Source: an optimization exercise on an open RTL-to-GDS flow (aim: small area and a short achievable clock period). Production flows keep margins and buffers that such runs may drop.
Function was checked by simulation only, so behaviour that the tests miss may differ from the original.
No activity file was given, so power comes from the tool's default toggle rates.

File: design/flow/config.mk
export PLATFORM = sky130hd
export DESIGN_NAME = pu_net
export DESIGN_NICKNAME = pu_net
export VERILOG_FILES = /design/flow/design.v
export SDC_FILE = /design/flow/constraint.sdc
export NUM_CORES = 4
export LEC_CHECK = 0
export CAP_MARGIN = 20
export CORE_MARGIN = 2
export CORE_UTILIZATION = 40
export SLEW_MARGIN = 20
File: design/flow/design.v
`default_nettype none
package pu_bus_pkg;
    localparam int attr_width       = 4;  
    localparam int attr_invalid_bit = 0;  
    typedef logic [attr_width-1:0] attr_t;
endpackage
`default_nettype wire
`default_nettype none
package pu_ctrl_pkg;
    typedef enum logic [2:0] {
        src_none  = 3'd0,  
        src_ext   = 3'd1,  
        src_mult  = 3'd2,
        src_accum = 3'd3,
        src_fram  = 3'd4
    } src_e;
    typedef enum logic [2:0] {
        dst_none  = 3'd0,  
        dst_mult  = 3'd1,
        dst_accum = 3'd2,
        dst_fram  = 3'd3,
        dst_ext   = 3'd4   
    } dst_e;
    typedef struct packed {
        src_e       src;
        dst_e       dst;
        logic       sel;   
        logic [1:0] addr;  
        logic       last;  
    } instr_t;
    localparam logic [2:0] SRC_NONE  = 3'd0;
    localparam logic [2:0] SRC_EXT   = 3'd1;
    localparam logic [2:0] SRC_MULT  = 3'd2;
    localparam logic [2:0] SRC_ACCUM = 3'd3;
    localparam logic [2:0] SRC_FRAM  = 3'd4;
    localparam logic [2:0] DST_NONE  = 3'd0;
    localparam logic [2:0] DST_MULT  = 3'd1;
    localparam logic [2:0] DST_ACCUM = 3'd2;
    localparam logic [2:0] DST_FRAM  = 3'd3;
    localparam logic [2:0] DST_EXT   = 3'd4;
    localparam int instr_width = 10;  
endpackage
`default_nettype wire
`timescale 1ns/1ps
`default_nettype none
import pu_bus_pkg::*;
module pu_multiplier
#(
    parameter int DATA_WIDTH = 32
) (
    input  wire logic                  clk,
    input  wire logic                  rst,
    input  wire logic                  signal_wr,
    input  wire logic                  signal_sel,
    input  wire logic [DATA_WIDTH-1:0] bus_q_data,    
    input  wire logic [attr_width-1:0] bus_q_attr,
    input  wire logic                  signal_oe,
    output logic      [DATA_WIDTH-1:0] data_out,
    output logic [attr_width-1:0]      attr_out
);
    localparam int HALF = DATA_WIDTH / 2;
    localparam int NPP  = HALF / 2;
    logic            sel_q;        
    logic            capture;      
    logic            arg1_pend;    
    logic [NPP-1:0]  b_one, b_two, b_neg;
    logic            arg1_bad;
    logic            arg0_bad;
    logic            has_result;
    logic [DATA_WIDTH-1:0] res_s, res_c;
    logic            result_inv;
    logic [DATA_WIDTH-1:0] pp_s, pp_c;
    function automatic logic fits_half(input logic [DATA_WIDTH-1:0] value);
        logic [HALF:0] top;
        top = value[DATA_WIDTH-1:HALF-1];
        fits_half = (&top) || !(|top);
    endfunction
    always_ff @(posedge clk) begin
        if (rst) begin
            sel_q     <= 1'b0;
            capture   <= 1'b0;
            arg1_pend <= 1'b0;
        end else begin
            if (signal_wr) sel_q <= signal_sel;
            capture   <= signal_wr && !signal_sel && sel_q;  
            arg1_pend <= signal_wr && signal_sel;
        end
    end
    always_ff @(posedge clk) begin
        if (arg1_pend) begin
            for (int i = 0; i < NPP; i++) begin
                logic b2, b1, b0;
                b2 = bus_q_data[2*i+1];
                b1 = bus_q_data[2*i];
                b0 = (i == 0) ? 1'b0 : bus_q_data[2*i-1];
                b_one[i] <= b1 ^ b0;
                b_two[i] <= (b2 & !b1 & !b0) | (!b2 & b1 & b0);
                b_neg[i] <= b2;
            end
            arg1_bad <= bus_q_attr[attr_invalid_bit] || !fits_half(bus_q_data);
        end
    end
    assign arg0_bad = bus_q_attr[attr_invalid_bit] || !fits_half(bus_q_data);
    always_comb begin
        logic [DATA_WIDTH-1:0] row [NPP+1];
        logic [HALF-1:0]       a;
        logic [HALF:0]         m, x;
        logic [DATA_WIDTH-1:0] s1, c1, s2, c2, s3, c3, s4, c4, s5, c5, s6, c6;
        a = bus_q_data[HALF-1:0];
        row[NPP] = 32'haaab_0000;
        for (int i = 0; i < NPP; i++) begin
            m = ({(HALF+1){b_one[i]}} & {a[HALF-1], a}) | ({(HALF+1){b_two[i]}} & {a, 1'b0});
            x = m ^ {(HALF+1){b_neg[i]}};
            row[i] = DATA_WIDTH'({!x[HALF], x[HALF-1:0]}) << (2*i);
            row[NPP][2*i] = b_neg[i];
        end
        s1 = row[0] ^ row[1] ^ row[2];
        c1 = ((row[0] & row[1]) | (row[0] & row[2]) | (row[1] & row[2])) << 1;
        s2 = row[3] ^ row[4] ^ row[5];
        c2 = ((row[3] & row[4]) | (row[3] & row[5]) | (row[4] & row[5])) << 1;
        s3 = row[6] ^ row[7] ^ row[8];
        c3 = ((row[6] & row[7]) | (row[6] & row[8]) | (row[7] & row[8])) << 1;
        s4 = s1 ^ c1 ^ s2;
        c4 = ((s1 & c1) | (s1 & s2) | (c1 & s2)) << 1;
        s5 = c2 ^ s3 ^ c3;
        c5 = ((c2 & s3) | (c2 & c3) | (s3 & c3)) << 1;
        s6 = s4 ^ c4 ^ s5;
        c6 = ((s4 & c4) | (s4 & s5) | (c4 & s5)) << 1;
        pp_s = s6 ^ c6 ^ c5;
        pp_c = ((s6 & c6) | (s6 & c5) | (c6 & c5)) << 1;
    end
    always_ff @(posedge clk) begin
        if (rst) begin
            has_result <= 1'b0;
        end else if (capture) begin
            has_result <= 1'b1;
        end
    end
    always_ff @(posedge clk) begin
        if (capture) begin
            res_s      <= pp_s;
            res_c      <= pp_c;
            result_inv <= arg0_bad || arg1_bad;
        end
    end
    logic rd;
    assign rd       = signal_oe && has_result;
    assign data_out = rd ? res_s + res_c : '0;
    assign attr_out = rd ? {{(attr_width-1){1'b0}}, result_inv} : '0;
endmodule
`default_nettype wire
`timescale 1ns/1ps
`default_nettype none
import pu_bus_pkg::*;
module pu_accum
#(
    parameter int DATA_WIDTH = 32
) (
    input  wire logic                  clk,
    input  wire logic                  rst,
    input  wire logic                  signal_wr,
    input  wire logic                  signal_sel,
    input  wire logic [DATA_WIDTH-1:0] bus_q_data,    
    input  wire logic [attr_width-1:0] bus_q_attr,
    input  wire logic                  signal_oe,
    output logic      [DATA_WIDTH-1:0] data_out,
    output logic [attr_width-1:0]      attr_out
);
    logic [DATA_WIDTH-1:0] acc;
    logic                  acc_inv;
    logic                  pend_load, pend_add;
    logic [DATA_WIDTH-1:0] sum, acc_now;
    logic                  overflow, inv_now;
    assign sum = acc + bus_q_data;
    assign overflow = (acc[DATA_WIDTH-1] == bus_q_data[DATA_WIDTH-1])
                      && (sum[DATA_WIDTH-1] != acc[DATA_WIDTH-1]);
    always_comb begin
        if (pend_add) begin
            acc_now = sum;
            inv_now = acc_inv || overflow || bus_q_attr[attr_invalid_bit];
        end else if (pend_load) begin
            acc_now = bus_q_data;
            inv_now = bus_q_attr[attr_invalid_bit];
        end else begin
            acc_now = acc;
            inv_now = acc_inv;
        end
    end
    always_ff @(posedge clk) begin
        if (rst) begin
            acc       <= '0;
            acc_inv   <= 1'b0;
            pend_load <= 1'b0;
            pend_add  <= 1'b0;
        end else begin
            acc       <= acc_now;
            acc_inv   <= inv_now;
            pend_load <= signal_wr && !signal_sel;
            pend_add  <= signal_wr && signal_sel;
        end
    end
    assign data_out = signal_oe ? acc_now : '0;
    assign attr_out = signal_oe ? {{(attr_width-1){1'b0}}, inv_now} : '0;
endmodule
`default_nettype wire
`timescale 1ns/1ps
`default_nettype none
import pu_bus_pkg::*;
module pu_fram
#(
    parameter int DATA_WIDTH = 32
) (
    input  wire logic                  clk,
    input  wire logic                  rst,
    input  wire logic                  signal_wr,
    input  wire logic [1:0]            signal_addr,
    input  wire logic [DATA_WIDTH-1:0] data_in,
    input  wire logic [attr_width-1:0] attr_in,
    input  wire logic                  signal_oe,
    output logic      [DATA_WIDTH-1:0] data_out,
    output logic [attr_width-1:0]      attr_out
);
    logic [DATA_WIDTH-1:0] words [4];
    logic [attr_width-1:0] attrs [4];
    logic [3:0]            full;
    logic                  rd;
    for (genvar i = 0; i < 4; i++) begin : g_word
        always_ff @(posedge clk) begin
            if (signal_wr && (signal_addr == 2'(i))) begin
                words[i] <= data_in;
                attrs[i] <= attr_in;  
            end
        end
    end
    always_ff @(posedge clk) begin
        if (rst) begin
            full <= '0;
        end else if (signal_wr) begin
            full[signal_addr] <= 1'b1;
        end
    end
    assign rd       = signal_oe && full[signal_addr];
    assign data_out = rd ? words[signal_addr] : '0;
    assign attr_out = rd ? attrs[signal_addr] : '0;
endmodule
`default_nettype wire
`timescale 1ns/1ps
`default_nettype none
import pu_ctrl_pkg::*;
module pu_sequencer
#(
    parameter int PROG_DEPTH = 16
) (
    input  wire logic                          clk,
    input  wire logic                          rst,
    input  wire logic                          prog_we,
    input  wire logic [$clog2(PROG_DEPTH)-1:0] prog_addr,
    input  wire logic [instr_width-1:0]        prog_data,
    input  wire logic                          start,
    output logic                               s_ext,    
    output logic                               s_mult,
    output logic                               s_accum,
    output logic                               s_fram,
    output logic                               d_mult,
    output logic                               d_accum,
    output logic                               d_fram,
    output logic                               d_out,
    output logic                               sel,
    output logic [1:0]                         addr,
    output logic                               busy,
    output logic                               done
);
    localparam int PC_WIDTH = $clog2(PROG_DEPTH);
    logic [7:0]             prog_mem [PROG_DEPTH];
    logic [PC_WIDTH-1:0]    fa;       
    logic                   last;
    logic                   we_ok;
    logic                   fwd;
    logic                   go;
    logic [11:0]            dec_mem, dec_new, dec;
    assign we_ok = prog_we && !busy;
    always_ff @(posedge clk) begin
        if (we_ok) begin
            prog_mem[prog_addr] <= pack(prog_data);
        end
    end
    function automatic logic [7:0] pack(input logic [instr_width-1:0] w);
        logic [2:0] src, dst;
        logic       src_f, dst_f;
        logic [1:0] s2, d2, u, v;
        src   = w[9:7];
        dst   = w[6:4];
        src_f = (src == SRC_FRAM);
        dst_f = (dst == DST_FRAM);
        s2    = src[2] ? 2'd0 : src[1:0];
        d2    = {(dst == DST_ACCUM) || (dst == DST_EXT), (dst == DST_MULT) || (dst == DST_EXT)};
        u     = src_f ? d2 : s2;
        v     = (src_f || dst_f) ? w[2:1] : d2;
        pack  = {w[0], w[3], src_f, dst_f, u, v};
    endfunction
    function automatic logic [11:0] unpack(input logic [7:0] c);
        logic       src_f, dst_f;
        logic [1:0] u, v, d2;
        src_f  = c[5];
        dst_f  = c[4];
        u      = c[3:2];
        v      = c[1:0];
        d2     = src_f ? u : v;
        unpack = {!src_f && (u == 2'd1), !src_f && (u == 2'd2), !src_f && (u == 2'd3), src_f,
                  !dst_f && (d2 == 2'd1), !dst_f && (d2 == 2'd2), dst_f, !dst_f && (d2 == 2'd3),
                  c[6], v, c[7]};
    endfunction
    function automatic logic [11:0] decode(input logic [instr_width-1:0] w);
        logic [2:0] src, dst;
        src = w[9:7];
        dst = w[6:4];
        decode = {src == SRC_EXT, src == SRC_MULT, src == SRC_ACCUM, src == SRC_FRAM,
                  dst == DST_MULT, dst == DST_ACCUM, dst == DST_FRAM, dst == DST_EXT,
                  w[3], w[2:1], w[0]};
    endfunction
    assign fwd     = we_ok && (prog_addr == '0);
    assign dec_mem = unpack(prog_mem[fa]);
    assign dec_new = decode(prog_data);
    assign go      = busy ? !last : start;
    assign dec     = go ? (fwd ? dec_new : dec_mem) : '0;
    always_ff @(posedge clk) begin
        if (rst) begin
            busy <= 1'b0;
            done <= 1'b0;
            fa   <= '0;
            {s_ext, s_mult, s_accum, s_fram, d_mult, d_accum, d_fram, d_out,
             sel, addr, last} <= '0;
        end else begin
            busy <= go;
            done <= last;
            fa   <= go ? fa + 1'b1 : '0;
            {s_ext, s_mult, s_accum, s_fram, d_mult, d_accum, d_fram, d_out,
             sel, addr, last} <= dec;
        end
    end
endmodule
`default_nettype wire
`timescale 1ns/1ps
`default_nettype none
import pu_bus_pkg::*;
import pu_ctrl_pkg::*;
module pu_net
#(
    parameter int DATA_WIDTH = 32,
    parameter int PROG_DEPTH = 16
) (
    input  wire logic                          clk,
    input  wire logic                          rst,
    input  wire logic                          prog_we,
    input  wire logic [$clog2(PROG_DEPTH)-1:0] prog_addr,
    input  wire logic [instr_width-1:0]        prog_data,
    input  wire logic                          start,
    input  wire logic [DATA_WIDTH-1:0]         in_data,
    input  wire logic [attr_width-1:0]         in_attr,
    output logic                               in_take,
    output logic                               out_valid,
    output logic      [DATA_WIDTH-1:0]         out_data,
    output logic [attr_width-1:0]              out_attr,
    output logic                               busy,
    output logic                               done
);
    logic                  s_ext, s_mult, s_accum, s_fram;
    logic                  d_mult, d_accum, d_fram, d_out;
    logic                  sel;
    logic [1:0]            addr;
    logic [DATA_WIDTH-1:0] mult_data, accum_data, fram_data, bus_data;
    logic [attr_width-1:0] mult_attr, accum_attr, fram_attr, bus_attr;
    logic [DATA_WIDTH-1:0] bus_q_data;
    logic [attr_width-1:0] bus_q_attr;
    pu_sequencer #(
        .PROG_DEPTH(PROG_DEPTH)
    ) i_pu_sequencer (
        .clk, .rst, .prog_we, .prog_addr, .prog_data, .start,
        .s_ext, .s_mult, .s_accum, .s_fram, .d_mult, .d_accum, .d_fram, .d_out,
        .sel, .addr, .busy, .done
    );
    assign in_take = s_ext;
    assign bus_data = (s_ext ? in_data : '0) | mult_data | accum_data | fram_data;
    assign bus_attr = (s_ext ? in_attr : '0) | mult_attr | accum_attr | fram_attr;
    always_ff @(posedge clk) begin
        bus_q_data <= bus_data;
        bus_q_attr <= bus_attr;
    end
    assign out_data = bus_q_data;
    assign out_attr = bus_q_attr;
    always_ff @(posedge clk) begin
        if (rst) begin
            out_valid <= 1'b0;
        end else begin
            out_valid <= d_out;
        end
    end
    pu_multiplier #(.DATA_WIDTH(DATA_WIDTH)) i_pu_multiplier (
        .clk, .rst, .signal_wr(d_mult), .signal_sel(sel),
        .bus_q_data, .bus_q_attr, .signal_oe(s_mult),
        .data_out(mult_data), .attr_out(mult_attr)
    );
    pu_accum #(.DATA_WIDTH(DATA_WIDTH)) i_pu_accum (
        .clk, .rst, .signal_wr(d_accum), .signal_sel(sel),
        .bus_q_data, .bus_q_attr, .signal_oe(s_accum),
        .data_out(accum_data), .attr_out(accum_attr)
    );
    pu_fram #(.DATA_WIDTH(DATA_WIDTH)) i_pu_fram (
        .clk, .rst, .signal_wr(d_fram), .signal_addr(addr),
        .data_in(bus_data), .attr_in(bus_attr), .signal_oe(s_fram),
        .data_out(fram_data), .attr_out(fram_attr)
    );
endmodule
`default_nettype wire
File: design/flow/standard.sh
#!/bin/bash
# synth_recipe.tcl (not shown) runs the flow's synth.tcl, then flattens the netlist and writes it again
# the make line also repeats each setting of config.mk as NAME=value (left out here)
make -C /OpenROAD-flow-scripts/flow DESIGN_CONFIG=/design/flow/config.mk WORK_HOME=/design/flow/orfs CLKGATE_MAP_FILE= SYNTH_SCRIPT=/design/flow/synth_recipe.tcl "${@:-finish}"
File: design/flow/constraint.sdc
create_clock -name core_clock -period 10.0 [get_ports {clk}]
set_input_delay 2.0000 -clock core_clock [delete_from_list [all_inputs] [get_ports {clk}]]
set_output_delay 2.0000 -clock core_clock [all_outputs]
set_load 0.01 [all_outputs]
File: design/flow/flow/run.sh
#!/bin/bash
# Standard layout run through standard.sh with extra ORFS settings; make output goes to standard_flow.log.
set -euo pipefail
bash standard.sh finish "SETUP_SLACK_MARGIN=6.8" "BUFFER_PORTS_ARGS=-buffer_cell sky130_fd_sc_hd__buf_2" "TNS_END_PERCENT=0" "CTS_CLUSTER_DIAMETER=100" "CTS_CLUSTER_SIZE=30" "PLACE_DENSITY=0.65" > standard_flow.log 2>&1
==> summary.txt, run 1 <==
- Cells after DPL: 2833
- Final setup margin: 6670 ps
- Post-DP HPWL: 44900 um
- Synth cell count leaders: 358 x edfxtp_1, 123 x a22oi_1, 117 x xor2_1
- Top cell type's share of synthesized area: 42.2%
- Worst EP arrival: 3680 ps
- Setup TNS Final: 0 ps
- HP Class: reg -> reg
- Placed cell area: 26700 um^2
- DIE AREA: 65700 um^2
- Design area: 29500 um^2
- Crit path max-delay family: adder cells
- Run status: timing/DRC/antenna clean
- CTS tree: built
- Final non-filler cell total: 2997
- Leakage: 10.8 nW
- Yosys cell types: 81
- Top-count cell post-synth: edfxtp_1
- Die W: 256 um
- Synthesis Warnings: 8
- RSZ-0062 raised after global routing: true
- Clock transition at path regs: 120 ps
- # rows: 92
- Sequential element share of the synthesized area: 49.9%
- Number of fill cells: 5675
- Synth top area cells: edfxtp_1 42%, dfxtp_1 7.7%, fa_1 6.7%, mux4_2 6.5%, ha_1 5.7%
- Final net count: 2389
- Cell depth of the worst min-delay path: 2
- CP peak stage delay: 530 ps
- # diodes: 0
- I/O pin total: 94
- Reg-to-Reg End: i_pu_multiplier.res_s[11]
- R2R Setup Slk: 6670 ps
- TritonRoute pass-1 iters: 8
- FF/Latch Area: 12800 um^2
- Peak supply drop: 0.139 mV
- Hold Crit Start: i_pu_multiplier.sel_q
- Fin crit share: 33.3%
- Hold Path End: i_pu_multiplier.capture
- Slew at the pin closest to its max-slew limit: 1120 ps
- Cell taking the most area after synthesis: edfxtp_1
- Final ANT Viol Nets: 0
- Syn Area/Cell: 12.7 um^2
- Max_cap viols: 0
- Clock Skew: 44.5 ps
- Worst path cell trace: buf_4 -> bufbuf_16 -> a22oi_1 -> xor2_1 -> fa_1 -> fa_2 -> inv_1 -> fa_2 -> fa_1
- Dominant synthesized flop cell: edfxtp_1
- Largest net degree at the start of global routing: 51
- Routed Wire Length: 70900 um
- Initial antenna violation count: 0
- Critical Path RT: 10350 ps
- Initial core utilization: 40.4%
- Drt first-iter violations: 1668
- Clock Tree Root: clkbuf_16
- Clk sink count: 456
- Cells after synthesis: 2000
- Pre-CTS WS: 5710 ps
- Pins Over Slew Limit: 0
- Critical path startpoint category: flip-flop
- Async set or reset register ratio after synthesis: 0%
- Period minus WS final: 3330 ps
- Cts bufs inserted: 23
- Reg2Reg Launch Point: bus_q_data[9]
- Kind of critical path: reg -> reg
- Worst setup startpoint: bus_q_data[9]
- Cts hold-fix bufs: 0
- CP Buf/Inv Count: 3
- CP max-delay cell: fa_2
- EDFF count, synth: 358
- Pwr/cell area: 125 nW/um^2
- GPL Wtd Cong: 0.870
- Die Y-Extent: 256 um
- Global-route wire length before repair: 107000 um
- R2R depth: 9
- Total number of vias: 17.4k
- Slew Limit Headroom: 25.1%
- CP Capture Type: flip-flop
- Remaining DRCs: 0
- Later-pin clock latency in the skew report: 620 ps
- Post-Syn Area: 25500 um^2
- Vias/cell: 5.82
- Vias in the first global route: 17.5k
- H-tree depth: 1
- Clock Path Buffers: 3
- GRT overflow: 0
- Worst-path fanout max: 12
- GRT Total Usage: 21.1%
- Power, Total: 3.68 mW
- Area delta synth->final: 15.8%
- DR WL/cell: 23.7 um
- Fmax: 300 MHz
- Core region area: 63100 um^2
- Seq cells post-synth: 456
- Hold violation count in the final report: 0
- Post-Syn Nets: 2255
- Final setup viols: 0
- Share of cells above drive strength 1: 22.1%
- Area of the multi-input gates: 12200 um^2
- IO Port Bufs: 93
[stage by stage]
step                      hold WS [ps]  util (%)
after detailed placement           422      42.4
after global placement             414      42.4
final                              438      46.8
after global routing               455      46.8
after floorplan                    414         -
after CTS                          436      46.1
[worst max path at each step]
stage                     slack [ps]                             to  cells after the start
final                           6670      i_pu_multiplier.res_s[11]                      9
after global routing            6600         i_pu_fram.words[1][26]                     12
after CTS                       6690      i_pu_multiplier.res_s[11]                      9
after detailed placement        5710           i_pu_sequencer.d_out                      7
after global placement          5740           i_pu_sequencer.d_out                      7
after floorplan                 5950  i_pu_sequencer.prog_mem[0][1]                      5
[state kept, by name, indices dropped and copies added (netlist names), 8 cells and up]
signal	cells
i_pu_fram.words	128
i_pu_sequencer.prog_mem	128
bus_q_data	32
i_pu_accum.acc	32
i_pu_multiplier.res_s	32
i_pu_multiplier.res_c	28
i_pu_fram.attrs	16
i_pu_multiplier.b_neg	8
i_pu_multiplier.b_one	8
i_pu_multiplier.b_two	8
[report_power, final]
group | internal, mW | switching [mW]
Sequential | 2.08 | 0.0169
Combinational | 0.183 | 0.237
Clock | 0.481 | 0.685
[worst reg2reg max path: stages, from the launching register on]
cell	delay [ps]
dfxtp_4	370
buf_4	150
bufbuf_16	290
a22oi_1	190
xor2_1	190
fa_1	460
fa_2	530
inv_1	50
fa_2	360
fa_1	470
[cell families (layout without fill, tap and decap cells)]
logic type | after synthesis | count (layout) | share of synthesized area [%]
compound gates | 444 | 444 | 12.5
xor+xnor | 196 | 196 | 6.74
fa+ha+maj | 201 | 201 | 12.4
buf+inv | 239 | 390 | 3.63
flops | 456 | 456 | 49.9
mux | 119 | 119 | 8.37
simple gates | 345 | 345 | 6.53
[placed cells by master, fill, tap and decap left out, drive strengths merged, types with 14 or more instances in the layout]
master / n
a22oi: 123
a31oi: 14
buf: 235
dfxtp: 98
fa: 85
a21o: 38
a222oi: 25
mux4: 74
nand2: 102
a21oi: 81
a211oi: 14
mux2i: 33
nand4: 16
edfxtp: 358
inv: 106
nor3: 24
clkbuf: 33
nor2b: 24
nor2: 95
o221ai: 14
nand3: 14
o21ai: 61
xor2: 117
and3: 14
ha: 116
xnor2: 79
[area by class of cell]
class,instances,area share (%)
clock buffer,32,2.10
sequential,456,43.3
timing repair buffer,246,7.61
clock inverter,10,0.636
tap,846,3.59
inverter,102,1.34
multi-input combinational,1305,41.4
[per-layer routing]
layer	vias to the layer above	track usage (%)	share of wire, %
li1	7779	-	-
met1	8783	29.0	42
met2	736	33.8	47
met3	140	3.20	7.0
met5	-	0	0
met4	0	7.75	3.8
[what timing repair did]
item,4_1_cts,5_1_grt
setup buffers,97,15
hold endpoints to repair,0,0
pin swaps,8,44
gates cloned,10,0
endpoints found under the setup margin,226,186
resized for setup,91,56
==> run 2, diff against run 1 <==
==> design/flow/flow/run.sh (replaced) <==
#!/bin/bash
# Standard layout run through standard.sh with extra ORFS settings; make output goes to standard_flow.log.
set -euo pipefail
bash standard.sh finish "SETUP_SLACK_MARGIN=6.8" "BUFFER_PORTS_ARGS=-buffer_cell sky130_fd_sc_hd__buf_2" "TNS_END_PERCENT=0" "CTS_CLUSTER_DIAMETER=100" "CTS_CLUSTER_SIZE=30" "PLACE_DENSITY=0.80" > standard_flow.log 2>&1
==> summary.txt, run 2 <==
- GPL Wtd Cong: 0.873 (was 0.870)
- Core region area: 63100 um^2 (unchanged)
- Fmax: 301 MHz (was 300 MHz)
- CP Capture Type: output pin (was flip-flop)
- Worst EP arrival: 1320 ps (was 3680 ps)
- R2R depth: 10 (was 9)
- Sequential element share of the synthesized area: 49.9% (unchanged)
- Later-pin clock latency in the skew report: 580 ps (was 620 ps)
- I/O pin total: 94 (unchanged)
- TritonRoute pass-1 iters: 6 (was 8)
- DIE AREA: 65700 um^2 (unchanged)
- GRT overflow: 0 (unchanged)
- Final setup viols: 0 (unchanged)
- Worst path cell trace: buf_12 -> buf_2 (was buf_4 -> bufbuf_16 -> a22oi_1 -> xor2_1 -> fa_1 -> fa_2 -> inv_1 -> fa_2 -> fa_1)
- CP peak stage delay: 380 ps (was 530 ps)
- Clock Skew: 32.1 ps (was 44.5 ps)
- Yosys cell types: 81 (unchanged)
- Global-route wire length before repair: 103000 um (was 107000 um)
- CTS tree: built (unchanged)
- Period minus WS final: 3320 ps (was 3330 ps)
- Crit path max-delay family: flip-flops (was adder cells)
- Top cell type's share of synthesized area: 42.2% (unchanged)
- Critical path endpoint: out_data[2] (was i_pu_multiplier.res_s[11])
- Initial core utilization: 40.4% (unchanged)
- IO Port Bufs: 93 (unchanged)
- Peak supply drop: 0.105 mV (was 0.139 mV)
- CP Buf/Inv Count: 2 (was 3)
- Clk sink count: 456 (unchanged)
- Synth cell count leaders: 358 x edfxtp_1, 123 x a22oi_1, 117 x xor2_1 (unchanged)
- CP max-delay cell: dfxtp_1 (was fa_2)
- Pwr/cell area: 123 nW/um^2 (was 125 nW/um^2)
- Max_cap viols: 0 (unchanged)
- Remaining DRCs: 0 (unchanged)
- Dominant synthesized flop cell: edfxtp_1 (unchanged)
- Syn Area/Cell: 12.7 um^2 (unchanged)
- DR WL/cell: 23.1 um (was 23.7 um)
- Worst-path fanout max: 22 (was 12)
- Seq cells post-synth: 456 (unchanged)
- HP Class: reg -> reg (unchanged)
- Largest net degree at the start of global routing: 62 (was 51)
- Die W: 256 um (unchanged)
- Synth top area cells: edfxtp_1 42%, dfxtp_1 7.7%, fa_1 6.7%, mux4_2 6.5%, ha_1 5.7% (unchanged)
- Cell taking the most area after synthesis: edfxtp_1 (unchanged)
- Final ANT Viol Nets: 0 (unchanged)
- Critical Path RT: 8000 ps (was 10350 ps)
- Vias in the first global route: 17.7k (was 17.5k)
- Drt first-iter violations: 1796 (was 1668)
- Setup TNS Final: 0 ps (unchanged)
- GRT Total Usage: 20.0% (was 21.1%)
- Area delta synth->final: 12.5% (was 15.8%)
- # rows: 92 (unchanged)
- Cts bufs inserted: 20 (was 23)
- Reg-to-Reg End: i_pu_fram.words[3][30] (was i_pu_multiplier.res_s[11])
- Slew Limit Headroom: 29.3% (was 25.1%)
- R2R Setup Slk: 6690 ps (was 6670 ps)
- Initial antenna violation count: 2 (was 0)
- Reg2Reg Launch Point: bus_q_data[0] (was bus_q_data[9])
- Slew at the pin closest to its max-slew limit: 1060 ps (was 1120 ps)
- Total number of vias: 17.6k (was 17.4k)
- Final net count: 2348 (was 2389)
- Number of cells on the critical path: 2 (was 9)
- Die Y-Extent: 256 um (unchanged)
- Routed Wire Length: 68200 um (was 70900 um)
- Critical path startpoint category: flip-flop (unchanged)
- Kind of critical path: reg -> out (was reg -> reg)
- Clock Path Buffers: 3 (unchanged)
- Share of cells above drive strength 1: 18.6% (was 22.1%)
- Top flop regs: i_pu_fram.words x128, i_pu_sequencer.prog_mem x128 (unchanged)
- Leakage: 10.4 nW (was 10.8 nW)
- RSZ-0062 raised after global routing: true (unchanged)
- Post-Syn Area: 25500 um^2 (unchanged)
- Worst setup startpoint: bus_q_data[2] (was bus_q_data[9])
- Hold violation count in the final report: 0 (unchanged)
- Run status: timing/DRC/antenna clean (unchanged)
- Post-Syn Nets: 2255 (unchanged)
- Worst hold slack: 438 ps (about the same)
- Commonest non-fill, non-tap cell in the layout: edfxtp_1 (unchanged)
- Clock transition at path regs: 110 ps (was 120 ps)
- Post-DP HPWL: 44100 um (was 44900 um)
- Async set or reset register ratio after synthesis: 0% (unchanged)
- Synthesis Warnings: 8 (unchanged)
- Top-count cell post-synth: edfxtp_1 (unchanged)
- Pins Over Slew Limit: 0 (unchanged)
- Clock Tree Root: clkbuf_16 (unchanged)
- H-tree depth: 1 (unchanged)
- Vias/cell: 5.95 (was 5.82)
- EDFF count, synth: 358 (unchanged)
- Fin crit share: 33.2% (was 33.3%)
- Most frequent cells in the layout: 358 x edfxtp_1, 115 x a22oi_1, 115 x xor2_1, 115 x ha_1, 102 x nand2_1 (was 358 x edfxtp_1, 114 x ha_1, 113 x xor2_1)
- Cells after synthesis: 2000 (unchanged)
## run 2: where the power goes
part | switching [mW] | total, mW | internal (mW)
clock | 0.606 | 1.02 | 0.410
combinational | 0.231 | 0.406 | 0.175
sequential | 0.0195 | 2.10 | 2.08
## run 2: area by class of cell
class / instances / area, um^2
Sequential cell: 456 / 12800
Antenna cell: 1 / 2.50
Multi-Input combinational cell: 1305 / 12000
Fill cell: 5603 / 34400
Tap cell: 846 / 1060
Clock buffer: 31 / 563
Clock inverter: 5 / 66.3
Inverter: 102 / 392
Timing Repair Buffer: 208 / 1780
## run 2: logic make-up after synthesis
group                    share of synthesized area [%]
flip-flops                                        49.9
XOR/XNOR                                          6.74
multiplexers                                      8.37
AND/OR/NAND/NOR                                   6.53
buffers and inverters                             3.63
adder cells (fa/ha/maj)                           12.4
AO/OA/AOI/OAI                                     12.5
## run 2: worst min path at each step
stage	start	end	cells after the start
2_1_floorplan	i_pu_multiplier.sel_q	i_pu_multiplier.capture	2
3_3_place_gp	i_pu_multiplier.sel_q	i_pu_multiplier.capture	2
3_5_place_dp	i_pu_multiplier.sel_q	i_pu_multiplier.capture	2
4_1_cts	i_pu_multiplier.sel_q	i_pu_multiplier.capture	2
5_1_grt	i_pu_multiplier.sel_q	i_pu_multiplier.capture	2
6_report	i_pu_multiplier.sel_q	i_pu_multiplier.capture	2
## run 2: what timing repair did
action,CTS,global route
endpoints found under the setup margin,227,189
hold buffers,0,0
gates resized for setup,59,32
setup buffers,68,15
pin swaps,1,20
gates cloned,2,3
## run 2: metal layers
layer  track usage (%)  share of wire [%]  vias up
met5                 0              0.018        -
met4              7.99                4.3        2
met3              2.98                9.0      176
met2              32.8                 48      914
met1              26.7                 39     8806
li1                  -                  -     7690
## run 2: worst reg2reg max path: cells and delay by family, from the launching register on
kind / cells / cell delay, ps
AO/OA/AOI/OAI: 7 / 1660
XOR/XNOR: 1 / 270
adder cells (fa/ha/maj): 2 / 680
flip-flops: 1 / 410
## run 2: per-stage QoR
step	util (%)	area, um^2	std cells	setup slack, ps	total power [mW]
after floorplan	-	25500	2000	5950	2.40
after global placement	42.3	26700	2829	5800	2.51
after detailed placement	42.3	26700	2829	5710	2.53
after CTS	44.9	28300	2935	6660	3.53
after global routing	45.5	28700	2953	6620	3.64
final	45.5	28700	2954	6680	3.52
==> run 3, diff against run 2 <==
==> design/flow/flow/run.sh (replaced) <==
#!/bin/bash
# Standard layout run through standard.sh with extra ORFS settings; make output goes to standard_flow.log.
set -euo pipefail
bash standard.sh finish "SETUP_SLACK_MARGIN=7.0" "BUFFER_PORTS_ARGS=-buffer_cell sky130_fd_sc_hd__buf_2" "TNS_END_PERCENT=0" "CTS_CLUSTER_DIAMETER=100" "CTS_CLUSTER_SIZE=24" "PLACE_DENSITY=0.75" > standard_flow.log 2>&1
==> summary.txt, run 3 <==
- Run status: timing/DRC/antenna clean (unchanged)
- Final setup viols: 0 (unchanged)
- HP Class: reg -> reg (unchanged)
- Crit path max-delay family: adder cells (was flip-flops)
- # rows: 92 (unchanged)
- Top-count cell post-synth: edfxtp_1 (unchanged)
- Slew at the pin closest to its max-slew limit: 1100 ps (was 1060 ps)
- Vias/cell: 5.90 (was 5.95)
- Vias in the first global route: 18.2k (was 17.7k)
- Pwr/cell area: 123 nW/um^2 (about the same)
- CP Capture Type: flip-flop (was output pin)
- Later-pin clock latency in the skew report: 590 ps (was 580 ps)
- H-tree depth: 1 (unchanged)
- Share of cells above drive strength 1: 20.2% (was 18.6%)
- GRT Total Usage: 21.0% (was 20.0%)
- Clock Skew: 21.2 ps (was 32.1 ps)
- Post-Synth Adder-Cell Area: 12.4% (unchanged)
- Most frequent cells in the layout: 358 x edfxtp_1, 116 x ha_1, 115 x a22oi_1 (was 358 x edfxtp_1, 115 x a22oi_1, 115 x xor2_1, 115 x ha_1, 102 x nand2_1)
- Cts bufs inserted: 23 (was 20)
- EDFF count, synth: 358 (unchanged)
- Clk sink count: 456 (unchanged)
- Most frequent CP cell: fa_1
- Number of fill cells: 5643 (was 5603)
- I/O pin total: 94 (unchanged)
- Slew Limit Headroom: 26.4% (was 29.3%)
- Largest net degree at the start of global routing: 61 (was 62)
- Final net count: 2384 (was 2348)
- Top cell type's share of synthesized area: 42.2% (unchanged)
- Core Util, Final: 46.2% (was 45.5%)
- Clock transition at path regs: 110 ps (about the same)
- TritonRoute pass-1 iters: 5 (was 6)
- Cells after synthesis: 2000 (unchanged)
- GPL Wtd Cong: 0.878 (was 0.873)
- DR WL/cell: 23.3 um (was 23.1 um)
- Synth cell count leaders: 358 x edfxtp_1, 123 x a22oi_1, 117 x xor2_1 (unchanged)
- Critical Path RT: 10350 ps (was 8000 ps)
- Xor-xnor portion of the synthesized cell area: 6.74% (unchanged)
- Remaining DRCs: 0 (unchanged)
- IO Port Bufs: 93 (unchanged)
- Final ANT Viol Nets: 0 (unchanged)
- Die W: 256 um (unchanged)
- Initial core utilization: 40.4% (unchanged)
- Post-Syn Area: 25500 um^2 (unchanged)
- Routed Wire Length: 69600 um (was 68200 um)
- Cell taking the most area after synthesis: edfxtp_1 (unchanged)
- Yosys cell types: 81 (unchanged)
- Worst EP arrival: 3670 ps (was 1320 ps)
- RSZ-0062 raised after global routing: true (unchanged)
- Compound-cell area share of the yosys netlist: 12.5% (unchanged)
- Core region area: 63100 um^2 (unchanged)
- Async set or reset register ratio after synthesis: 0% (unchanged)
- Clock Tree Root: clkbuf_16 (unchanged)
- Post-Syn Nets: 2255 (unchanged)
- Clock Path Buffers: 3 (unchanged)
- Total number of vias: 17.7k (was 17.6k)
- Worst-path fanout max: 6 (was 22)
- FF/Latch Area: 12800 um^2 (about the same)
- Pre-CTS WS: 5680 ps (was 5710 ps)
- Synth top area cells: edfxtp_1 42%, dfxtp_1 7.7%, fa_1 6.7%, mux4_2 6.5%, ha_1 5.7% (unchanged)
- Synthesis Warnings: 8 (unchanged)
- Critical path startpoint category: flip-flop (unchanged)
- Multiplexer share of the synthesized area: 8.37% (unchanged)
- Post-DP HPWL: 44300 um (was 44100 um)
- Commonest non-fill, non-tap cell in the layout: edfxtp_1 (unchanged)
- Seq cells post-synth: 456 (unchanged)
- Setup TNS Final: 0 ps (unchanged)
- Hold violation count in the final report: 0 (unchanged)
- Initial antenna violation count: 1 (was 2)
- Cells after DPL: 2830 (was 2829)
- Largest family of logic cells by synthesized area: compound AO/OA/AOI/OAI gates (unchanged)
- Pins Over Slew Limit: 0 (unchanged)
- Syn Area/Cell: 12.7 um^2 (unchanged)
- Cts hold-fix bufs: 0 (unchanged)
- Period minus WS final: 3320 ps (about the same)
- Final non-filler cell total: 2991 (was 2954)
- Top flop regs: i_pu_fram.words x128, i_pu_sequencer.prog_mem x128 (unchanged)
- CP max-delay cell: fa_1 (was dfxtp_1)
- Post-Synth Simple-Gate Area: 6.53% (unchanged)
- Fmax: 301 MHz (about the same)
- # diodes: 0 (was 1)
- Global-route wire length before repair: 108000 um (was 103000 um)
- Kind of critical path: reg -> reg (was reg -> out)
- CP peak stage delay: 540 ps (was 380 ps)
- Area delta synth->final: 14.3% (was 12.5%)
- Drt first-iter violations: 1717 (was 1796)
- Peak supply drop: 0.140 mV (was 0.105 mV)
- Area of the multi-input gates: 12000 um^2 (about the same)
- Die Y-Extent: 256 um (unchanged)
- Fin crit share: 33.2% (about the same)
- Leakage: 10.7 nW (was 10.4 nW)
- CP Buf/Inv Count: 2 (unchanged)
- Max_cap viols: 0 (unchanged)
- Worst path cell trace: buf_4 -> a22oi_1 -> xor2_1 -> fa_1 -> fa_1 -> inv_1 -> fa_1 -> fa_1 (was buf_12 -> buf_2)
- Dominant synthesized flop cell: edfxtp_1 (unchanged)
- GRT overflow: 0 (unchanged)
- Final setup margin: 6680 ps (about the same)
- Sequential element share of the synthesized area: 49.9% (unchanged)
- CTS tree: built (unchanged)
- Worst hold slack: 458 ps (was 438 ps)
- DIE AREA: 65700 um^2 (unchanged)
run 3: what timing repair did:
action | in CTS | in global routing
setup buffers | 105 | 4
pin swaps | 15 | 11
setup endpoints to repair | 325 | 326
resized for setup | 98 | 17
gates cloned | 10 | 0
run 3: layout make-up:
class	instances	area share (%)
multi-input combinational	1305	41.4
clock buffer	37	2.16
sequential	456	43.9
tap	846	3.64
timing repair buffer	241	7.42
clock inverter	4	0.176
inverter	102	1.34
run 3: worst paths after layout:
| kind | cells past startpoint | startpoint | end | slack, ps |
|---|---|---|---|---|
| worst max-delay path | 8 | i_pu_multiplier.b_one[2] | i_pu_multiplier.res_s[13] | 6680 |
| worst min-delay path | 2 | i_pu_multiplier.sel_q | i_pu_multiplier.capture | 460 |
| worst max register to register | 8 | i_pu_multiplier.b_one[2] | i_pu_multiplier.res_s[13] | 6680 |
| worst min register to register | 2 | i_pu_multiplier.sel_q | i_pu_multiplier.capture | 460 |
run 3: tightest hold or removal path: cells and delay by family, from the launching register on:
family	cells	cell delay, ps
and+or+nand+nor	2	100
DFF	1	330
run 3: through the flow:
| step | power (mW) | instance area (um^2) |
|---|---|---|
| 2_1_floorplan | 2.40 | 25500 |
| 3_3_place_gp | 2.52 | 26700 |
| 3_5_place_dp | 2.53 | 26700 |
| 4_1_cts | 3.59 | 29000 |
| 5_1_grt | 3.71 | 29100 |
| 6_report | 3.57 | 29100 |
run 3: cell families after synthesis:
family	Yosys count
flip-flops	456
AND/OR/NAND/NOR	345
adder cells (fa/ha/maj)	201
buffers and inverters	239
multiplexers	119
AO/OA/AOI/OAI	444
XOR/XNOR	196
run 3: where the power goes:
part	internal, mW	switching (mW)
sequential	2.08	0.0201
combinational	0.185	0.234
clock	0.445	0.612
run 3: routing by layer:
layer  vias to the layer above  global-route usage, %  routed length (um)
met3                       165                   3.25                5340
met4                         2                   9.50                3110
met1                      8909                   27.2               27900
li1                       7762                      -                   -
met5                         -                      0                  12
met2                       821                   34.7               33300
==> run 4, diff against run 3 <==
==> design/flow/flow/run.sh (replaced) <==
#!/bin/bash
# Standard layout run through standard.sh with extra ORFS settings; make output goes to standard_flow.log.
set -euo pipefail
bash standard.sh finish "SETUP_SLACK_MARGIN=6.8" "BUFFER_PORTS_ARGS=-buffer_cell sky130_fd_sc_hd__buf_2" "TNS_END_PERCENT=0" "CTS_CLUSTER_DIAMETER=100" "CTS_CLUSTER_SIZE=24" "PLACE_DENSITY=0.75" "GPL_ROUTABILITY_DRIVEN=0" > standard_flow.log 2>&1
==> summary.txt, run 4 <==
- Reg2Reg Launch Point: i_pu_multiplier.b_one[5] (was i_pu_multiplier.b_one[2])
- Slew at the pin closest to its max-slew limit: 1140 ps (was 1100 ps)
- Routed Wire Length: 70100 um (was 69600 um)
- # rows: 92 (unchanged)
- Hold Path End: i_pu_multiplier.capture (unchanged)
- Drt first-iter violations: 1958 (was 1717)
- R2R depth: 8 (unchanged)
- Top flop regs: i_pu_fram.words x128, i_pu_sequencer.prog_mem x128 (unchanged)
- Worst path cell trace: buf_2 (was buf_4 -> a22oi_1 -> xor2_1 -> fa_1 -> fa_1 -> inv_1 -> fa_1 -> fa_1)
- Fmax: 301 MHz (about the same)
- Run status: timing/DRC/antenna clean (unchanged)
- Final setup viols: 0 (unchanged)
- Share of cells above drive strength 1: 20.8% (was 20.2%)
- Kind of critical path: reg -> out (was reg -> reg)
- Cell depth of the worst min-delay path: 2 (unchanged)
- # diodes: 0 (unchanged)
- Clk sink count: 456 (unchanged)
- Final ANT Viol Nets: 0 (unchanged)
- Yosys cell types: 81 (unchanged)
- CP Buf/Inv Count: 1 (was 2)
- I/O pin total: 94 (unchanged)
- FF/Latch Area: 12800 um^2 (about the same)
- Post-Syn Nets: 2255 (unchanged)
- HP Class: reg -> reg (unchanged)
- Dominant synthesized flop cell: edfxtp_1 (unchanged)
- Async set or reset register ratio after synthesis: 0% (unchanged)
- TritonRoute pass-1 iters: 11 (was 5)
- Pwr/cell area: 124 nW/um^2 (was 123 nW/um^2)
- CP Capture Type: output pin (was flip-flop)
- Core Util, Final: 46.4% (was 46.2%)
- Post-DP HPWL: 44000 um (was 44300 um)
- Pre-CTS WS: 5740 ps (was 5680 ps)
- Total number of vias: 17.9k (was 17.7k)
- Die W: 256 um (unchanged)
- Worst EP arrival: 1330 ps (was 3670 ps)
- Top-count cell post-synth: edfxtp_1 (unchanged)
- GRT overflow: 0 (unchanged)
- IO Port Bufs: 93 (unchanged)
- R2R Setup Slk: 6690 ps (was 6680 ps)
- Psw: 0.896 mW (was 0.866 mW)
- Setup TNS Final: 0 ps (unchanged)
- Vias in the first global route: 17.7k (was 18.2k)
- Synthesis Warnings: 8 (unchanged)
- Pins Over Slew Limit: 0 (unchanged)
- Later-pin clock latency in the skew report: 600 ps (was 590 ps)
- Largest net degree at the start of global routing: 63 (was 61)
- CP max-delay cell: dfxtp_4 (was fa_1)
- Seq cells post-synth: 456 (unchanged)
- Leakage: 10.6 nW (was 10.7 nW)
- Synth cell count leaders: 358 x edfxtp_1, 123 x a22oi_1, 117 x xor2_1 (unchanged)
- Reg-to-Reg End: i_pu_multiplier.res_s[16] (was i_pu_multiplier.res_s[13])
- Clock Path Buffers: 3 (unchanged)
- Clock transition at path regs: 90 ps (was 110 ps)
- Max_cap viols: 0 (unchanged)
- Final setup margin: 6670 ps (was 6680 ps)
- Area of the multi-input gates: 12200 um^2 (was 12000 um^2)
- Fin crit share: 33.3% (was 33.2%)
- Switching Fraction: 24.6% (was 24.2%)
- Hold violation count in the final report: 0 (unchanged)
- Peak supply drop: 0.150 mV (was 0.140 mV)
- Global-route wire length before repair: 103000 um (was 108000 um)
- Number of fill cells: 5577 (was 5643)
- Vias/cell: 5.99 (was 5.90)
- Hold Crit Start: i_pu_multiplier.sel_q (unchanged)
- Final net count: 2378 (was 2384)
- Most frequent cells in the layout: 358 x edfxtp_1, 114 x xor2_1, 112 x ha_1 (was 358 x edfxtp_1, 116 x ha_1, 115 x a22oi_1)
- P_int: 2.74 mW (was 2.71 mW)
- Core region area: 63100 um^2 (unchanged)
- Area delta synth->final: 14.8% (was 14.3%)
- Clock Tree Root: clkbuf_16 (unchanged)
- CP peak stage delay: 530 ps (was 540 ps)
- Crit path max-delay family: flip-flops (was adder cells)
- Top cell type's share of synthesized area: 42.2% (unchanged)
- Initial core utilization: 40.4% (unchanged)
- Slew Limit Headroom: 23.8% (was 26.4%)
- Post-Syn Area: 25500 um^2 (unchanged)
- Proportion of power drawn by the clock network: 30.6% (was 29.6%)
- RSZ-0062 raised after global routing: true (unchanged)
- Die Y-Extent: 256 um (unchanged)
- GRT Total Usage: 20.0% (was 21.0%)
- Initial antenna violation count: 0 (was 1)
- Commonest non-fill, non-tap cell in the layout: edfxtp_1 (unchanged)
- Gate power share: 11.8% (was 11.7%)
- Cts bufs inserted: 24 (was 23)
- DR WL/cell: 23.5 um (was 23.3 um)
- Worst setup startpoint: bus_q_data[6] (was i_pu_multiplier.b_one[2])
- Sequential element share of the synthesized area: 49.9% (unchanged)
- H-tree depth: 1 (unchanged)
- Clock Skew: 27.1 ps (was 21.2 ps)
- Critical Path RT: 8000 ps (was 10350 ps)
- Cells after synthesis: 2000 (unchanged)
- CTS tree: built (unchanged)
- Power, Total: 3.64 mW (was 3.57 mW)
- EDFF count, synth: 358 (unchanged)
- Critical path startpoint category: flip-flop (unchanged)
- Period minus WS final: 3330 ps (was 3320 ps)
- Syn Area/Cell: 12.7 um^2 (unchanged)
- Synth top area cells: edfxtp_1 42%, dfxtp_1 7.7%, fa_1 6.7%, mux4_2 6.5%, ha_1 5.7% (unchanged)
- Worst-path fanout max: 12 (was 6)
- Remaining DRCs: 0 (unchanged)
- DIE AREA: 65700 um^2 (unchanged)
- Seq pwr share: 57.6% (was 58.7%)
- Cell taking the most area after synthesis: edfxtp_1 (unchanged)
-- run 4: cell counts after synthesis --
No cell type changed its count.
-- run 4: how the worst max path moves through the flow --
stage | slack, ps | cells after the start | to
after floorplan | 5950 | 5 | i_pu_sequencer.prog_mem[0][1]
after global placement | 5800 | 7 | i_pu_sequencer.d_out
after detailed placement | 5740 | 7 | i_pu_sequencer.d_out
after CTS | 6620 | 2 | out_data[0]
after global routing | 6580 | 8 | i_pu_multiplier.res_s[16]
final | 6670 | 1 | out_data[6]
-- run 4: logic make-up (layout without fill, tap and decap cells) --
group | count (synthesis) | count (layout) | share of synthesized area (%)
AO/OA/AOI/OAI | 444 | 444 | 12.5
multiplexers | 119 | 119 | 8.37
adder cells (fa/ha/maj) | 201 | 201 | 12.4
AND/OR/NAND/NOR | 345 | 346 | 6.53
flip-flops | 456 | 456 | 49.9
XOR/XNOR | 196 | 196 | 6.74
buffers and inverters | 239 | 379 | 3.63
-- run 4: timing repair --
| item | in CTS | in global routing |
|---|---|---|
| resized for setup | 44 | 84 |
| pin swaps | 0 | 43 |
| hold buffers | 0 | 0 |
| setup buffers | 57 | 47 |
| endpoints found under the setup margin | 295 | 247 |
| gates cloned | 1 | 8 |
-- run 4: final cells by class --
type | count | share of cell area (%)
clock inverter | 5 | 0.291
clock buffer | 39 | 2.28
timing repair buffer | 233 | 7.08
multi-input combinational | 1306 | 41.7
sequential | 456 | 43.7
tap | 846 | 3.62
inverter | 102 | 1.34
-- run 4: stage by stage --
stage	hold slack, ps	cells	cell area (um^2)
after global routing	450	2987	29200
after floorplan	414	2000	25500
after global placement	415	2830	26700
after CTS	428	2932	28200
final	428	2987	29200
after detailed placement	415	2830	26700
-- run 4: layer usage --
metal / up-vias / GRT usage [%] / routed length, um
met2: 1020 / 33.1 / 33400
met5: - / 0 / 0
met4: 0 / 7.86 / 3200
li1: 7755 / - / -
met3: 172 / 3.03 / 6620
met1: 8956 / 26.5 / 26900
-- run 4: power by group through the flow --
| stage | Sequential [mW] | Clock [mW] | Combinational [mW] |
|---|---|---|---|
| after floorplan | 2.13 | 0 | 0.265 |
| after global placement | 2.14 | 0 | 0.379 |
| after detailed placement | 2.14 | 0 | 0.391 |
| after CTS | 2.09 | 1.13 | 0.411 |
| after global routing | 2.10 | 1.20 | 0.472 |
| final | 2.09 | 1.11 | 0.429 |
==> run 5, diff against run 4 <==
==> design/flow/flow/run.sh (replaced) <==
#!/bin/bash
# Standard layout run through standard.sh with extra ORFS settings; make output goes to standard_flow.log.
set -euo pipefail
bash standard.sh finish "SETUP_SLACK_MARGIN=6.7" "BUFFER_PORTS_ARGS=-buffer_cell sky130_fd_sc_hd__buf_2" "TNS_END_PERCENT=0" "CTS_CLUSTER_DIAMETER=100" "CTS_CLUSTER_SIZE=24" "PLACE_DENSITY=0.75" > standard_flow.log 2>&1
==> summary.txt, run 5 <==
- Post-Syn Area: 25500 um^2 (unchanged)
- Cells after synthesis: 2000 (unchanged)
- FF/Latch Area: 12700 um^2 (was 12800 um^2)
- Total number of vias: 17.1k (was 17.9k)
- Later-pin clock latency in the skew report: 590 ps (was 600 ps)
- Vias in the first global route: 17.7k (about the same)
- # diodes: 0 (unchanged)
- Die Y-Extent: 256 um (unchanged)
- Commonest non-fill, non-tap cell in the layout: edfxtp_1 (unchanged)
- Top cell type's share of synthesized area: 42.2% (unchanged)
- Crit path max-delay family: buffers and inverters (was flip-flops)
- Setup TNS Final: 0 ps (unchanged)
- Met3 routed WL: 4730 um (was 6620 um)
- GPL Wtd Cong: 0.878
- Vias/cell: 5.80 (was 5.99)
- IO Port Bufs: 93 (unchanged)
- Clock Path Buffers: 3 (unchanged)
- Wl on met1: 26700 um (was 26900 um)
- Sequential element share of the synthesized area: 49.9% (unchanged)
- Clock Tree Root: clkbuf_16 (unchanged)
- # rows: 92 (unchanged)
- Synth cell count leaders: 358 x edfxtp_1, 123 x a22oi_1, 117 x xor2_1 (unchanged)
- CP max-delay cell: dfxtp_1 (was dfxtp_4)
- Critical path startpoint category: flip-flop (unchanged)
- Async set or reset register ratio after synthesis: 0% (unchanged)
- GRT Total Usage: 19.4% (was 20.0%)
- P_int: 2.69 mW (was 2.74 mW)
- CP peak stage delay: 320 ps (was 530 ps)
- CP Capture Type: output pin (unchanged)
- Syn Area/Cell: 12.7 um^2 (unchanged)
- Core region area: 63100 um^2 (unchanged)
- Initial antenna violation count: 1 (was 0)
- Gate power share: 10.9% (was 11.8%)
- CTS tree: built (unchanged)
- Cell taking the most area after synthesis: edfxtp_1 (unchanged)
- Seq pwr share: 59.3% (was 57.6%)
- Met2 WL post-DR: 30900 um (was 33400 um)
- Max layer used: met5 (was met4)
- Die W: 256 um (unchanged)
- Area delta synth->final: 11.2% (was 14.8%)
- HP Class: reg -> reg (unchanged)
- Psw: 0.851 mW (was 0.896 mW)
- Slew at the pin closest to its max-slew limit: 1120 ps (was 1140 ps)
- Initial core utilization: 40.4% (unchanged)
- Dominant synthesized flop cell: edfxtp_1 (unchanged)
- Global-route wire length before repair: 101000 um (was 103000 um)
- Switching Fraction: 24.0% (was 24.6%)
- Max_cap viols: 0 (unchanged)
- Peak supply drop: 0.139 mV (was 0.150 mV)
- Drt first-iter violations: 1491 (was 1958)
- Share of cells above drive strength 1: 17.5% (was 20.8%)
- CP Buf/Inv Count: 2 (was 1)
- Number of fill cells: 5727 (was 5577)
- DIE AREA: 65700 um^2 (unchanged)
- Slew Limit Headroom: 25.2% (was 23.8%)
- Clock transition at path regs: 90 ps (about the same)
- Hold violation count in the final report: 0 (unchanged)
- Clk sink count: 456 (unchanged)
- Yosys cell types: 81 (unchanged)
- Pwr/cell area: 125 nW/um^2 (was 124 nW/um^2)
- DR WL/cell: 21.9 um (was 23.5 um)
- Top flop regs: i_pu_fram.words x128, i_pu_sequencer.prog_mem x128 (unchanged)
- Routed Wire Length: 64600 um (was 70100 um)
- H-tree depth: 1 (unchanged)
- Final ANT Viol Nets: 0 (unchanged)
- Post-DP HPWL: 44300 um (was 44000 um)
- Most frequent cells in the layout: 358 x edfxtp_1, 121 x a22oi_1, 116 x ha_1 (was 358 x edfxtp_1, 114 x xor2_1, 112 x ha_1)
- TritonRoute pass-1 iters: 7 (was 11)
- Pins Over Slew Limit: 0 (unchanged)
- Synth top area cells: edfxtp_1 42%, dfxtp_1 7.7%, fa_1 6.7%, mux4_2 6.5%, ha_1 5.7% (unchanged)
- Fin crit share: 34.2% (was 33.3%)
- Remaining DRCs: 0 (unchanged)
- Critical Path RT: 8000 ps (about the same)
- Seq cells post-synth: 456 (unchanged)
- Synthesis Warnings: 8 (unchanged)
- Pre-CTS WS: 5680 ps (was 5740 ps)
- I/O pin total: 94 (unchanged)
- Area of the multi-input gates: 12000 um^2 (was 12200 um^2)
- Top-count cell post-synth: edfxtp_1 (unchanged)
- Proportion of power drawn by the clock network: 29.7% (was 30.6%)
- Run status: timing/DRC/antenna clean (unchanged)
- Worst EP arrival: 1420 ps (was 1330 ps)
- Post-Syn Nets: 2255 (unchanged)
- EDFF count, synth: 358 (unchanged)
- Largest net degree at the start of global routing: 61 (was 63)
- Fmax: 292 MHz (was 301 MHz)
- Clock Skew: 18.1 ps (was 27.1 ps)
- Final setup margin: 6580 ps (was 6670 ps)
- Final setup viols: 0 (unchanged)
- Kind of critical path: reg -> out (unchanged)
- GRT overflow: 0 (unchanged)
- Final net count: 2350 (was 2378)
- Period minus WS final: 3420 ps (was 3330 ps)
- Leakage: 10.3 nW (was 10.6 nW)
- RSZ-0062 raised after global routing: true (unchanged)
- Worst-path fanout max: 22 (was 12)
- Cts bufs inserted: 23 (was 24)
- Core Util, Final: 44.9% (was 46.4%)
- Worst path cell trace: buf_4 -> buf_2 (was buf_2)
run 5: cell counts after synthesis:
Identical to the previous run, type by type.
run 5: worst reg2reg max path, delay by kind of cell, from the launching register on:
family,cells,cell delay [ps]
AO/OA/AOI/OAI,5,1550
XOR/XNOR,1,430
adder cells (fa/ha/maj),1,360
flip-flops,1,380
AND/OR/NAND/NOR,2,380
run 5: power groups by stage:
stage               Combinational [mW]  Sequential (mW)  Clock, mW
floorplan                        0.265             2.13          0
global placement                 0.372             2.14          0
detailed placement               0.385             2.15          0
CTS                              0.391             2.10       1.08
global route                     0.434             2.10       1.14
finish                           0.388             2.10       1.05
run 5: worst paths after layout:
path,startpoint,to,slack (ps),cells past startpoint
max,bus_q_data[8],out_data[8],6580,2
min,i_pu_multiplier.sel_q,i_pu_multiplier.capture,460,2
max reg2reg,i_pu_multiplier.res_c[4],i_pu_fram.words[3][27],6590,9
min reg2reg,i_pu_multiplier.sel_q,i_pu_multiplier.capture,460,2
run 5: repair_timing:
item / 4_1_cts / 5_1_grt
endpoints found under the setup margin: 191 / 124
hold buffers: 0 / 0
pin swaps: 0 / 8
resized for setup: 24 / 20
setup buffers: 60 / 25
run 5: per-layer routing:
layer | up-vias | GRT usage [%]
li1 | 7696 | -
met2 | 684 | 31.8
met3 | 142 | 2.99
met1 | 8613 | 25.9
met4 | 2 | 7.66
met5 | - | 0
run 5: area by class of cell:
class	instances	area share, %
sequential	456	45.0
tap	846	3.73
clock inverter	4	0.181
inverter	102	1.38
timing repair buffer	207	5.35
clock buffer	37	2.22
multi-input combinational	1305	42.2
run 5: kinds of logic after synthesis:
family | share of synthesized area [%]
flops | 49.9
compound gates | 12.5
buf+inv | 3.63
mux | 8.37
simple gates | 6.53
fa+ha+maj | 12.4
xor+xnor | 6.74
run 5: through the flow:
step	cell area, um^2	hold WS (ps)	cells	total power, mW
after floorplan	25500	414	2000	2.40
after global placement	26700	415	2830	2.52
after detailed placement	26700	453	2830	2.53
after CTS	28000	467	2931	3.57
after global routing	28300	474	2957	3.68
final	28300	457	2957	3.54
==> run 6, diff against run 5 <==
==> design/flow/flow/run.sh (replaced) <==
#!/bin/bash
# Standard layout run through standard.sh with extra ORFS settings; make output goes to standard_flow.log.
set -euo pipefail
bash standard.sh finish "SETUP_SLACK_MARGIN=6.8" "BUFFER_PORTS_ARGS=-buffer_cell sky130_fd_sc_hd__buf_2" "TNS_END_PERCENT=10" "CTS_CLUSTER_DIAMETER=100" "CTS_CLUSTER_SIZE=24" "PLACE_DENSITY=0.75" > standard_flow.log 2>&1
==> summary.txt, run 6 <==
- Commonest non-fill, non-tap cell in the layout: edfxtp_1 (unchanged)
- DR WL/cell: 22.8 um (was 21.9 um)
- Leakage: 10.5 nW (was 10.3 nW)
- Power, Total: 3.56 mW (was 3.54 mW)
- Worst EP arrival: 1380 ps (was 1420 ps)
- Vias/cell: 5.87 (was 5.80)
- Post-Syn Area: 25500 um^2 (unchanged)
- Hold Crit Start: i_pu_multiplier.sel_q (unchanged)
- # rows: 92 (unchanged)
- Vias in the first global route: 17.9k (was 17.7k)
- GPL Wtd Cong: 0.878 (unchanged)
- Clock Skew: 22.3 ps (was 18.1 ps)
- Synth top area cells: edfxtp_1 42%, dfxtp_1 7.7%, fa_1 6.7%, mux4_2 6.5%, ha_1 5.7% (unchanged)
- Cell taking the most area after synthesis: edfxtp_1 (unchanged)
- Multiplexer share of the synthesized area: 8.37% (unchanged)
- Final setup viols: 0 (unchanged)
- Total number of vias: 17.5k (was 17.1k)
- Cells after synthesis: 2000 (unchanged)
- Sequential element share of the synthesized area: 49.9% (unchanged)
- Die W: 256 um (unchanged)
- Top-count cell post-synth: edfxtp_1 (unchanged)
- CTS tree: built (unchanged)
- Synth cell count leaders: 358 x edfxtp_1, 123 x a22oi_1, 117 x xor2_1 (unchanged)
- TritonRoute pass-1 iters: 9 (was 7)
- Largest net degree at the start of global routing: 61 (unchanged)
- Synthesis Warnings: 8 (unchanged)
- Slew Limit Headroom: 24.2% (was 25.2%)
- HP Class: reg -> reg (unchanged)
- R2R depth: 9 (unchanged)
- Routed Wire Length: 68100 um (was 64600 um)
- Xor-xnor portion of the synthesized cell area: 6.74% (unchanged)
- Drt first-iter violations: 1668 (was 1491)
- Cells after DPL: 2830 (unchanged)
- Async set or reset register ratio after synthesis: 0% (unchanged)
- Syn Area/Cell: 12.7 um^2 (unchanged)
- Final ANT Viol Nets: 0 (unchanged)
- # diodes: 0 (unchanged)
- Compound-cell area share of the yosys netlist: 12.5% (unchanged)
- Initial core utilization: 40.4% (unchanged)
- Kind of critical path: reg -> out (unchanged)
- GRT Total Usage: 20.1% (was 19.4%)
- IO Port Bufs: 93 (unchanged)
- Dominant synthesized flop cell: edfxtp_1 (unchanged)
- Initial antenna violation count: 1 (unchanged)
- R2R Setup Slk: 6630 ps (was 6590 ps)
- Hold violation count in the final report: 0 (unchanged)
- CP Capture Type: output pin (unchanged)
- Core region area: 63100 um^2 (unchanged)
- Hold Path End: i_pu_multiplier.capture (unchanged)
- Critical Path RT: 8000 ps (about the same)
- Die Y-Extent: 256 um (unchanged)
- Post-Synth Adder-Cell Area: 12.4% (unchanged)
- Clock Tree Root: clkbuf_16 (unchanged)
- Clk sink count: 456 (unchanged)
- I/O pin total: 94 (unchanged)
- Post-Syn Nets: 2255 (unchanged)
- Clock transition at path regs: 90 ps (about the same)
- Slew at the pin closest to its max-slew limit: 1130 ps (was 1120 ps)
- H-tree depth: 1 (unchanged)
- RSZ-0062 raised after global routing: true (unchanged)
- Yosys cell types: 81 (unchanged)
- Critical path startpoint category: flip-flop (unchanged)
- Post-Synth Simple-Gate Area: 6.53% (unchanged)
- Peak supply drop: 0.139 mV (about the same)
- EDFF count, synth: 358 (unchanged)
- Reg2Reg Launch Point: i_pu_multiplier.b_one[5] (was i_pu_multiplier.res_c[4])
- Remaining DRCs: 0 (unchanged)
- Number of fill cells: 5654 (was 5727)
- Design area: 28900 um^2 (was 28300 um^2)
- Max_cap viols: 0 (unchanged)
- Pins Over Slew Limit: 0 (unchanged)
- Seq cells post-synth: 456 (unchanged)
- Fin crit share: 33.8% (was 34.2%)
- Later-pin clock latency in the skew report: 590 ps (about the same)
- Cts bufs inserted: 23 (unchanged)
- Final non-filler cell total: 2986 (was 2957)
- Reg-to-Reg End: i_pu_multiplier.res_s[13] (was i_pu_fram.words[3][27])
- Area delta synth->final: 13.5% (was 11.2%)
- Pwr/cell area: 123 nW/um^2 (was 125 nW/um^2)
- Fmax: 296 MHz (was 292 MHz)
- Worst-path fanout max: 22 (unchanged)
- Cts hold-fix bufs: 0 (unchanged)
- Largest family of logic cells by synthesized area: compound AO/OA/AOI/OAI gates (unchanged)
- Placed cell area: 26700 um^2 (unchanged)
- Setup TNS Final: 0 ps (unchanged)
- Share of cells above drive strength 1: 20.8% (was 17.5%)
- GRT overflow: 0 (unchanged)
- Final net count: 2379 (was 2350)
- Global-route wire length before repair: 104000 um (was 101000 um)
- Core Util, Final: 45.8% (was 44.9%)
- Top flop regs: i_pu_fram.words x128, i_pu_sequencer.prog_mem x128 (unchanged)
- Top cell type's share of synthesized area: 42.2% (unchanged)
- Most frequent cells in the layout: 358 x edfxtp_1, 114 x xor2_1, 110 x ha_1, 110 x buf_4, 109 x a22oi_1 (was 358 x edfxtp_1, 121 x a22oi_1, 116 x ha_1)
- Run status: timing/DRC/antenna clean (unchanged)
- Period minus WS final: 3380 ps (was 3420 ps)
- Clock Path Buffers: 3 (unchanged)
- Post-DP HPWL: 44300 um (unchanged)
- DIE AREA: 65700 um^2 (unchanged)
- Cell depth of the worst min-delay path: 2 (unchanged)
[run 6: cell counts after synthesis]
Identical to the previous run, type by type.
[run 6: kinds of logic (layout without fill, tap and decap cells)]
logic type | count (synthesis) | after routing
xor gates and xnor gates | 196 | 196
adders and majority gates | 201 | 201
AOI/OAI and AO/OA | 444 | 444
DFF | 456 | 456
muxes | 119 | 119
and+or+nand+nor | 345 | 345
buffers and inverters | 239 | 379
[run 6: area by class of cell]
cell class	instances	area (um^2)	share of cell area [%]
sequential	456	12800	44.1
multi-input combinational	1305	12200	42.3
timing repair buffer	236	1810	6.27
tap	846	1060	3.66
clock buffer	37	628	2.17
inverter	102	392	1.35
clock inverter	4	51.3	0.177
[run 6: critical path, stage by stage (launching register included)]
cell	delay, ps
dfxtp_1	340
buf_6	260
buf_2	190
[run 6: metal layers]
metal  routed length, um  part of all wire (%)  global-route usage, %
met5                  12                 0.018                      0
met4                2640                   3.9                   7.96
met3                5030                   7.4                   2.88
met2               32700                    48                   33.6
met1               27700                    41                   26.4
[run 6: worst max path at each step]
stage                                          to  cells past startpoint                startpoint
floorplan           i_pu_sequencer.prog_mem[0][1]                      5              prog_data[8]
global placement             i_pu_sequencer.d_out                      7              prog_addr[3]
detailed placement           i_pu_sequencer.d_out                      8                   prog_we
CTS                                       in_take                      2      i_pu_sequencer.s_ext
global route            i_pu_multiplier.res_s[13]                      9  i_pu_multiplier.b_one[5]
finish                               out_data[12]                      2            bus_q_data[12]
[run 6: power by group]
part / switching, mW / internal [mW]
Combinational: 0.233 / 0.176
Clock: 0.609 / 0.445
Sequential: 0.0185 / 2.08
Total: 0.860 / 2.70
[run 6: through the flow]
step           worst slack [ps]  hold slack [ps]
2_1_floorplan              5950              414
3_3_place_gp               5790              415
3_5_place_dp               5680              453
4_1_cts                    6550              467
5_1_grt                    6530              474
6_report                   6620              456
[run 6: what timing repair did]
action                                  in CTS  in global routing
cloned                                       0                  2
endpoints found under the setup margin     229                173
pin swaps                                   37                 17
buffers inserted                           102                 10
resized for setup                           60                 57

==> what the ideal ports hide <==
Ports are ideal in the flow. The routed layouts listed here were re-timed in OpenROAD.
Step 1 assumes that a clkbuf_16 drives the clock port and a buf_2 every other input.
Step 2, shift: input delay + t, output delay - t, t = (earliest + latest rising clock arrival at the registers) / 2. This alone moves slack from input paths to output paths.
Slacks: ideal ports / drivers / drivers and shift; pairs: ideal ports / drivers.
| run | t (ns) | setup WS [ns] | latest minus earliest clock arrival (ns) | worst register clock-pin slew, ns | worst slew at a driven data input, ns |
|---|---|---|---|---|---|
| run 1 | 0.659 | 6.668 / 6.619 / 6.224 | 0.045 / 0.045 | 0.12 / 0.12 | 0.08 |
| run 2 | 0.621 | 6.681 / 6.622 / 6.233 | 0.032 / 0.032 | 0.12 / 0.12 | 0.11 |
| run 3 | 0.641 | 6.681 / 6.632 / 6.212 | 0.025 / 0.026 | 0.11 / 0.11 | 0.08 |
| run 4 | 0.645 | 6.674 / 6.613 / 6.096 | 0.027 / 0.027 | 0.10 / 0.10 | 0.05 |
| run 5 | 0.635 | 6.581 / 6.522 / 6.205 | 0.021 / 0.021 | 0.11 / 0.11 | 0.11 |
| run 6 | 0.637 | 6.624 / 6.565 / 6.200 | 0.023 / 0.023 | 0.11 / 0.11 | 0.08 |
After both steps setup and hold are still met in every run listed. The setup slack of run 4, which loses most, moves by -0.061 ns with the drivers and by -0.578 ns with both steps.
